Background: an optimization exercise with open tools, aiming at small area and few clock cycles per item. Do not read the settings as production practice.
Function was checked by simulation only, so behaviour that the tests miss may differ from the original.

==> v8 <==
==> flow/design.v <==
`default_nettype none
`timescale 1ns/100ps
module fm_window_feeder (
    input  wire logic                         clk,
    input  wire logic                         wr_en,        
    input  wire logic [3-1:0]    wr_row,
    input  wire logic [3-1:0]    wr_col,
    input  wire logic [64-1:0]      wr_data,      
    input  wire logic [2-1:0]   rd_row,       
    input  wire logic [2-1:0]   rd_col,       
    output logic [64-1:0]           px_tl,        
    output logic [64-1:0]           px_tr,        
    output logic [64-1:0]           px_bl,        
    output logic [64-1:0]           px_br         
);
    logic [64-1:0] bank_tl [0:15];
    logic [64-1:0] bank_tr [0:15];
    logic [64-1:0] bank_bl [0:15];
    logic [64-1:0] bank_br [0:15];
    logic [3:0] wr_idx;
    logic [3:0] rd_idx;
    assign wr_idx = {wr_row[2:1], wr_col[2:1]};
    assign rd_idx = {rd_row, rd_col};
    always_ff @(posedge clk) begin
        if (wr_en) begin
            case ({wr_row[0], wr_col[0]})
                2'b00: bank_tl[wr_idx] <= wr_data;
                2'b01: bank_tr[wr_idx] <= wr_data;
                2'b10: bank_bl[wr_idx] <= wr_data;
                default: bank_br[wr_idx] <= wr_data;
            endcase
        end
    end
    assign px_tl = bank_tl[rd_idx];
    assign px_tr = bank_tr[rd_idx];
    assign px_bl = bank_bl[rd_idx];
    assign px_br = bank_br[rd_idx];
endmodule
`default_nettype wire
`default_nettype none
`timescale 1ns/100ps
module pool_lane (
    input  wire logic                        relu_en,
    input  wire logic [16-1:0]      win_tl,      
    input  wire logic [16-1:0]      win_tr,      
    input  wire logic [16-1:0]      win_bl,      
    input  wire logic [16-1:0]      win_br,      
    output logic [16-1:0]           res_value
);
    logic [16-1:0] top;
    logic [16-1:0] bot;
    logic [16-1:0] win_max;
    function automatic logic [16-1:0] fp16_max(input logic [16-1:0] a,
                                                        input logic [16-1:0] b);
        logic [16-2:0] a_mag;      
        logic [16-2:0] b_mag;
        logic a_sign;
        logic b_sign;
        logic b_wins;
        a_mag  = a[16-2:0];
        b_mag  = b[16-2:0];
        a_sign = a[16-1];
        b_sign = b[16-1];
        if (a_mag == '0 && b_mag == '0)
            b_wins = 1'b0;                  
        else if (a_sign != b_sign)
            b_wins = a_sign;                
        else if (a_sign)
            b_wins = b_mag < a_mag;         
        else
            b_wins = b_mag > a_mag;
        fp16_max = b_wins ? b : a;
    endfunction
    assign top     = fp16_max(win_tl, win_tr);
    assign bot     = fp16_max(win_bl, win_br);
    assign win_max = fp16_max(top, bot);
    assign res_value = (relu_en && win_max[16-1]) ? '0 : win_max;
endmodule
`default_nettype wire
`default_nettype none
`timescale 1ns/100ps
module result_drain (
    input  wire logic                          clk,
    input  wire logic                          rst,
    input  wire logic                          start_req,
    input  wire logic [5-1:0]         start_cfg,    
    input  wire logic                          out_ack,
    output logic                               start_ack,
    output logic                               layer_ready,
    output logic                               out_req,
    output logic                               relu_en,
    output logic [2-1:0]         row_cnt,      
    output logic [2-1:0]         col_cnt       
);
    logic [2-1:0] last_idx;    
    logic start_take;
    logic pop;
    logic last_col;
    logic last_pos;
    assign start_take = layer_ready && start_req && !start_ack;
    assign pop        = out_req && out_ack;
    assign last_col   = col_cnt == last_idx;
    assign last_pos   = last_col && (row_cnt == last_idx);
    always_ff @(posedge clk) begin
        if (rst) begin
            start_ack   <= 1'b0;
            layer_ready <= 1'b1;
            out_req     <= 1'b0;
            relu_en     <= 1'b0;
            last_idx    <= '0;
            row_cnt     <= '0;
            col_cnt     <= '0;
        end else begin
            if (start_take) begin
                start_ack   <= 1'b1;
                layer_ready <= 1'b0;
                out_req     <= !out_ack;           
                relu_en     <= start_cfg[0];
                last_idx    <= start_cfg[5-1:2] - 1'b1;
                row_cnt     <= '0;
                col_cnt     <= '0;
            end else begin
                if (start_ack && !start_req)
                    start_ack <= 1'b0;             
                if (pop) begin
                    out_req <= 1'b0;
                    if (last_pos) begin
                        layer_ready <= 1'b1;       
                    end else if (last_col) begin
                        col_cnt <= '0;
                        row_cnt <= row_cnt + 1'b1;
                    end else begin
                        col_cnt <= col_cnt + 1'b1;
                    end
                end else if (!layer_ready && !out_req && !out_ack) begin
                    out_req <= 1'b1;               
                end
            end
        end
    end
endmodule
`default_nettype wire
`default_nettype none
`timescale 1ns/100ps
module cnn_pool_layer (
    input  wire logic                       clk,
    input  wire logic                       rst,
    input  wire logic                       fm_wr_en,
    input  wire logic [3-1:0]  fm_wr_row,
    input  wire logic [3-1:0]  fm_wr_col,
    input  wire logic [64-1:0]    fm_wr_data,   
    input  wire logic                       start_req,
    input  wire logic [5-1:0]      start_cfg,    
    output logic                            start_ack,
    output logic                            layer_ready,
    output logic                            out_req,
    input  wire logic                       out_ack,
    output logic [68-1:0]        out_data      
);
    logic [64-1:0] px_tl;
    logic [64-1:0] px_tr;
    logic [64-1:0] px_bl;
    logic [64-1:0] px_br;
    logic [64-1:0] values;
    logic [2-1:0] row_cnt;
    logic [2-1:0] col_cnt;
    logic relu_en;
    result_drain u_ctrl (
        .clk         (clk),
        .rst         (rst),
        .start_req   (start_req),
        .start_cfg   (start_cfg),
        .out_ack     (out_ack),
        .start_ack   (start_ack),
        .layer_ready (layer_ready),
        .out_req     (out_req),
        .relu_en     (relu_en),
        .row_cnt     (row_cnt),
        .col_cnt     (col_cnt)
    );
    fm_window_feeder u_map (
        .clk     (clk),
        .wr_en   (fm_wr_en && layer_ready),
        .wr_row  (fm_wr_row),
        .wr_col  (fm_wr_col),
        .wr_data (fm_wr_data),
        .rd_row  (row_cnt),
        .rd_col  (col_cnt),
        .px_tl   (px_tl),
        .px_tr   (px_tr),
        .px_bl   (px_bl),
        .px_br   (px_br)
    );
    for (genvar l = 0; l < 4; l++) begin : g_lane
        pool_lane u_lane (
            .relu_en   (relu_en),
            .win_tl    (px_tl[l*16 +: 16]),
            .win_tr    (px_tr[l*16 +: 16]),
            .win_bl    (px_bl[l*16 +: 16]),
            .win_br    (px_br[l*16 +: 16]),
            .res_value (values[l*16 +: 16])
        );
    end
    assign out_data = {row_cnt, col_cnt, values};
endmodule
`default_nettype wire
==> flow/run.sh <==
#!/bin/bash
# synth_recipe.tcl (not shown) runs the flow's synth.tcl, then flattens the netlist and writes it again
# the make line also repeats each setting of config.mk as NAME=value (left out here)
make -C /OpenROAD-flow-scripts/flow DESIGN_CONFIG=/design/flow/config.mk WORK_HOME=/design/flow/orfs CLKGATE_MAP_FILE= SYNTH_SCRIPT=/design/flow/synth_recipe.tcl finish
==> flow/config.mk <==
export PLATFORM = sky130hd
export DESIGN_NAME = cnn_pool_layer
export DESIGN_NICKNAME = cnn_pool_layer
export VERILOG_FILES = /design/flow/design.v
export SDC_FILE = /design/flow/constraint.sdc
export NUM_CORES = 4
export LEC_CHECK = 0
export CAP_MARGIN = 20
export CORE_MARGIN = 2
export CORE_UTILIZATION = 50
export SLEW_MARGIN = 20
export SYNTH_MEMORY_MAX_BITS = 8192
==> flow/constraint.sdc <==
create_clock -name core_clock -period 8.0 [get_ports {clk}]
set_input_delay 1.6000 -clock core_clock [delete_from_list [all_inputs] [get_ports {clk}]]
set_output_delay 1.6000 -clock core_clock [all_outputs]
set_load 0.01 [all_outputs]
==> v39: changes against v8 <==
==> flow/design.v, changed modules only <==
module fm_window_feeder (
    input  wire logic                         clk,
    input  wire logic                         wr_en,        
    input  wire logic [3-1:0]    wr_row,
    input  wire logic [3-1:0]    wr_col,
    input  wire logic [64-1:0]      wr_data,      
    input  wire logic [15:0]                  rd_sel,       
    output logic [64-1:0]           px_tl,        
    output logic [64-1:0]           px_tr,        
    output logic [64-1:0]           px_bl,        
    output logic [64-1:0]           px_br         
);
    logic [15:0][64-1:0] bank_tl;
    logic [15:0][64-1:0] bank_tr;
    logic [15:0][64-1:0] bank_bl;
    logic [15:0][64-1:0] bank_br;
    logic [3:0] wr_idx;
    assign wr_idx = {wr_row[2:1], wr_col[2:1]};
    logic [15:0] wr_sel;                     
    logic [15:0] we_tl;
    logic [15:0] we_tr;
    logic [15:0] we_bl;
    logic [15:0] we_br;
    always_comb begin
        wr_sel = '0;
        wr_sel[wr_idx] = 1'b1;
    end
    assign we_tl = wr_sel & {16{wr_en && !wr_row[0] && !wr_col[0]}};
    assign we_tr = wr_sel & {16{wr_en && !wr_row[0] &&  wr_col[0]}};
    assign we_bl = wr_sel & {16{wr_en &&  wr_row[0] && !wr_col[0]}};
    assign we_br = wr_sel & {16{wr_en &&  wr_row[0] &&  wr_col[0]}};
    logic [15:0][64-1:0] next_tl;
    logic [15:0][64-1:0] next_tr;
    logic [15:0][64-1:0] next_bl;
    logic [15:0][64-1:0] next_br;
    for (genvar i = 0; i < 16; i++) begin : g_word
        fm_word_next u_tl (.q(bank_tl[i]), .d(wr_data), .we(we_tl[i]), .keep(!we_tl[i]), .q_next(next_tl[i]));
        fm_word_next u_tr (.q(bank_tr[i]), .d(wr_data), .we(we_tr[i]), .keep(!we_tr[i]), .q_next(next_tr[i]));
        fm_word_next u_bl (.q(bank_bl[i]), .d(wr_data), .we(we_bl[i]), .keep(!we_bl[i]), .q_next(next_bl[i]));
        fm_word_next u_br (.q(bank_br[i]), .d(wr_data), .we(we_br[i]), .keep(!we_br[i]), .q_next(next_br[i]));
    end
    always_ff @(posedge clk) begin
        bank_tl <= next_tl;
        bank_tr <= next_tr;
        bank_bl <= next_bl;
        bank_br <= next_br;
    end
    fm_read_word u_rd_tl (.sel(rd_sel), .words(bank_tl), .y(px_tl));
    fm_read_word u_rd_tr (.sel(rd_sel), .words(bank_tr), .y(px_tr));
    fm_read_word u_rd_bl (.sel(rd_sel), .words(bank_bl), .y(px_bl));
    fm_read_word u_rd_br (.sel(rd_sel), .words(bank_br), .y(px_br));
endmodule
module fm_word_next (
    input  wire logic [64-1:0] q,
    input  wire logic [64-1:0] d,
    input  wire logic                    we,
    input  wire logic                    keep,
    output logic [64-1:0]      q_next
);
    assign q_next = (q & {64{keep}}) | (d & {64{we}});
endmodule
module fm_read_word (
    input  wire logic [15:0]                   sel,
    input  wire logic [15:0][64-1:0] words,
    output logic [64-1:0]            y
);
    logic [5:0][64-1:0] grp_n;     
    for (genvar g = 0; g < 5; g++) begin : g_grp
        fm_read_leg3 u_leg (.a0(words[3*g]), .a1(words[3*g+1]), .a2(words[3*g+2]),
                            .s(sel[3*g +: 3]), .y_n(grp_n[g]));
    end
    assign grp_n[5] = ~(words[15] & {64{sel[15]}});
    assign y = ~(grp_n[0] & grp_n[1] & grp_n[2] & grp_n[3] & grp_n[4] & grp_n[5]);
endmodule
module fm_read_leg3 (
    input  wire logic [64-1:0] a0,
    input  wire logic [64-1:0] a1,
    input  wire logic [64-1:0] a2,
    input  wire logic [2:0]              s,
    output logic [64-1:0]      y_n
);
    assign y_n = ~((a0 & {64{s[0]}}) | (a1 & {64{s[1]}}) |
                   (a2 & {64{s[2]}}));
endmodule
module result_drain (
    input  wire logic                          clk,
    input  wire logic                          rst,
    input  wire logic                          start_req,
    input  wire logic [5-1:0]         start_cfg,    
    input  wire logic                          out_ack,
    output logic                               start_ack,
    output logic                               layer_ready,
    output logic                               out_req,
    output logic                               relu_en,      
    output logic [2-1:0]         row_cnt,      
    output logic [2-1:0]         col_cnt,      
    output logic [15:0]                        pos_sel       
);
    logic [2-1:0] last_idx;    
    logic cfg_relu_en;
    logic start_take;
    logic pop;
    logic last_col;
    logic last_pos;
    logic [2-1:0] row_nxt;
    logic [2-1:0] col_nxt;
    assign start_take = layer_ready && start_req && !start_ack;
    assign pop        = out_req && out_ack;
    assign last_col   = col_cnt == last_idx;
    assign last_pos   = last_col && (row_cnt == last_idx);
    assign relu_en    = layer_ready ? start_cfg[0] : cfg_relu_en;
    always_comb begin
        row_nxt = row_cnt;
        col_nxt = col_cnt;
        if (!start_take && pop) begin
            if (last_pos) begin
                row_nxt = '0;
                col_nxt = '0;
            end else if (last_col) begin
                row_nxt = row_cnt + 1'b1;
                col_nxt = '0;
            end else begin
                col_nxt = col_cnt + 1'b1;
            end
        end
    end
    always_ff @(posedge clk) begin
        if (rst) begin
            row_cnt <= '0;
            col_cnt <= '0;
            pos_sel <= 16'b1;
        end else begin
            row_cnt <= row_nxt;
            col_cnt <= col_nxt;
            pos_sel <= 16'b1 << {row_nxt, col_nxt};
        end
    end
    always_ff @(posedge clk) begin
        if (rst) begin
            start_ack   <= 1'b0;
            layer_ready <= 1'b1;
            out_req     <= 1'b0;
            cfg_relu_en <= 1'b0;
            last_idx    <= '0;
        end else begin
            if (start_take) begin
                start_ack   <= 1'b1;
                layer_ready <= 1'b0;
                out_req     <= !out_ack;           
                cfg_relu_en <= start_cfg[0];
                last_idx    <= start_cfg[5-1:2] - 1'b1;
            end else begin
                if (start_ack && !start_req)
                    start_ack <= 1'b0;             
                if (pop) begin
                    out_req <= 1'b0;
                    if (last_pos)
                        layer_ready <= 1'b1;       
                end else if (!layer_ready && !out_req && !out_ack) begin
                    out_req <= 1'b1;               
                end
            end
        end
    end
endmodule
module cnn_pool_layer (
    input  wire logic                       clk,
    input  wire logic                       rst,
    input  wire logic                       fm_wr_en,
    input  wire logic [3-1:0]  fm_wr_row,
    input  wire logic [3-1:0]  fm_wr_col,
    input  wire logic [64-1:0]    fm_wr_data,   
    input  wire logic                       start_req,
    input  wire logic [5-1:0]      start_cfg,    
    output logic                            start_ack,
    output logic                            layer_ready,
    output logic                            out_req,
    input  wire logic                       out_ack,
    output logic [68-1:0]        out_data      
);
    logic [64-1:0] px_tl;
    logic [64-1:0] px_tr;
    logic [64-1:0] px_bl;
    logic [64-1:0] px_br;
    logic [64-1:0] values;
    logic [64-1:0] out_values;
    logic [2-1:0] row_cnt;
    logic [2-1:0] col_cnt;
    logic [15:0] pos_sel;
    logic relu_en;
    result_drain u_ctrl (
        .clk         (clk),
        .rst         (rst),
        .start_req   (start_req),
        .start_cfg   (start_cfg),
        .out_ack     (out_ack),
        .start_ack   (start_ack),
        .layer_ready (layer_ready),
        .out_req     (out_req),
        .relu_en     (relu_en),
        .row_cnt     (row_cnt),
        .col_cnt     (col_cnt),
        .pos_sel     (pos_sel)
    );
    fm_window_feeder u_map (
        .clk     (clk),
        .wr_en   (fm_wr_en && layer_ready),
        .wr_row  (fm_wr_row),
        .wr_col  (fm_wr_col),
        .wr_data (fm_wr_data),
        .rd_sel  (pos_sel),
        .px_tl   (px_tl),
        .px_tr   (px_tr),
        .px_bl   (px_bl),
        .px_br   (px_br)
    );
    for (genvar l = 0; l < 4; l++) begin : g_lane
        pool_lane u_lane (
            .relu_en   (relu_en),
            .win_tl    (px_tl[l*16 +: 16]),
            .win_tr    (px_tr[l*16 +: 16]),
            .win_bl    (px_bl[l*16 +: 16]),
            .win_br    (px_br[l*16 +: 16]),
            .res_value (values[l*16 +: 16])
        );
    end
    always_ff @(posedge clk)
        out_values <= values;
    assign out_data = {row_cnt, col_cnt, out_values};
endmodule
- CORE_UTILIZATION: 50 -> 55
- CTS_CLUSTER_DIAMETER: default -> 60
- CTS_CLUSTER_SIZE: default -> 24
- SYNTH_HIERARCHICAL: default -> 1
==> metrics.log <==
INFO  metric final_design_area_no_fill = 200000 sq um
INFO  metric failed_checks = negative setup slack
INFO  metric setup-violations-final = 62
INFO  metric post_synth_fa_ha_maj_area_fraction = 1.25%
INFO  metric run_status = finished with violations
INFO  metric cp_slowest_stage_delay = 0.65 ns
INFO  metric dpl.cell_count = 13300
INFO  metric worst_setup_path_end_kind = primary output
INFO  metric final.setup.worst_slack = -1.12 ns
INFO  metric netlist.top_cell.by_area = sky130_fd_sc_hd__edfxtp_1
INFO  metric multi_input_area = 41300 sq um
INFO  metric cts_setup_buffers = 165
INFO  metric final.signal_inverter_count = 133
INFO  metric worst_r2r_startpoint = u_ctrl.layer_ready
(the above is from v8)
==> metrics.log <==
INFO  metric final.setup.worst_slack = 0.805 ns
INFO  metric setup_tns = 0 ns
INFO  metric clk_latency = 0.96 ns
INFO  metric clock_power_share = 34.5%
INFO  metric dpl.cell_count = 16200
INFO  metric worst_setup_path_end_kind = flip-flop
INFO  metric final.signal_inverter_count = 134
INFO  metric multi_input_area = 63900 sq um
INFO  metric run_status = complete, no violations
INFO  metric cpLargestDelayFamily = compound AO/OA/AOI/OAI gates
INFO  metric post_synth_fa_ha_maj_area_fraction = 1.33%
INFO  metric cts_setup_buffers = 0
INFO  metric cp_slowest_stage_delay = 1.05 ns
INFO  metric setup-violations-final = 0
INFO  metric worst_r2r_startpoint = u_ctrl.pos_sel[6]
INFO  metric io_pins = 151
INFO  metric final_design_area_no_fill = 168000 sq um
INFO  metric yosysWarningCount = 10
(the above is from v39)
Testbench counts of v8, summed over its fixed seeds: cycles 6,895, results 1,136.
Testbench counts of v39, summed over its fixed seeds: cycles 6,895, results 1,136.

what the ideal ports hide:
The flow's constraints put no driver on any port. The routed layouts listed below were extracted and timed again, unchanged, in two steps.
Step 1 sets driving cells, clkbuf_16 on the clock port and buf_2 on the other inputs (assumed; they add their load-dependent delay and slew).
Step 2, shift: input delay + t, output delay - t, t = (earliest + latest rising clock arrival at the registers) / 2. This alone moves slack from input paths to output paths.
Three values: ideal ports, drivers, drivers and shift; two values: the first two.
run | shift t [ns] | setup WS [ns] | worst slew at a driven data input, ns
v8 | 1.060 | -1.121 / -1.232 / -0.172 | 0.33
v39 | 1.055 | 0.805 / 0.805 / 0.805 | 0.16
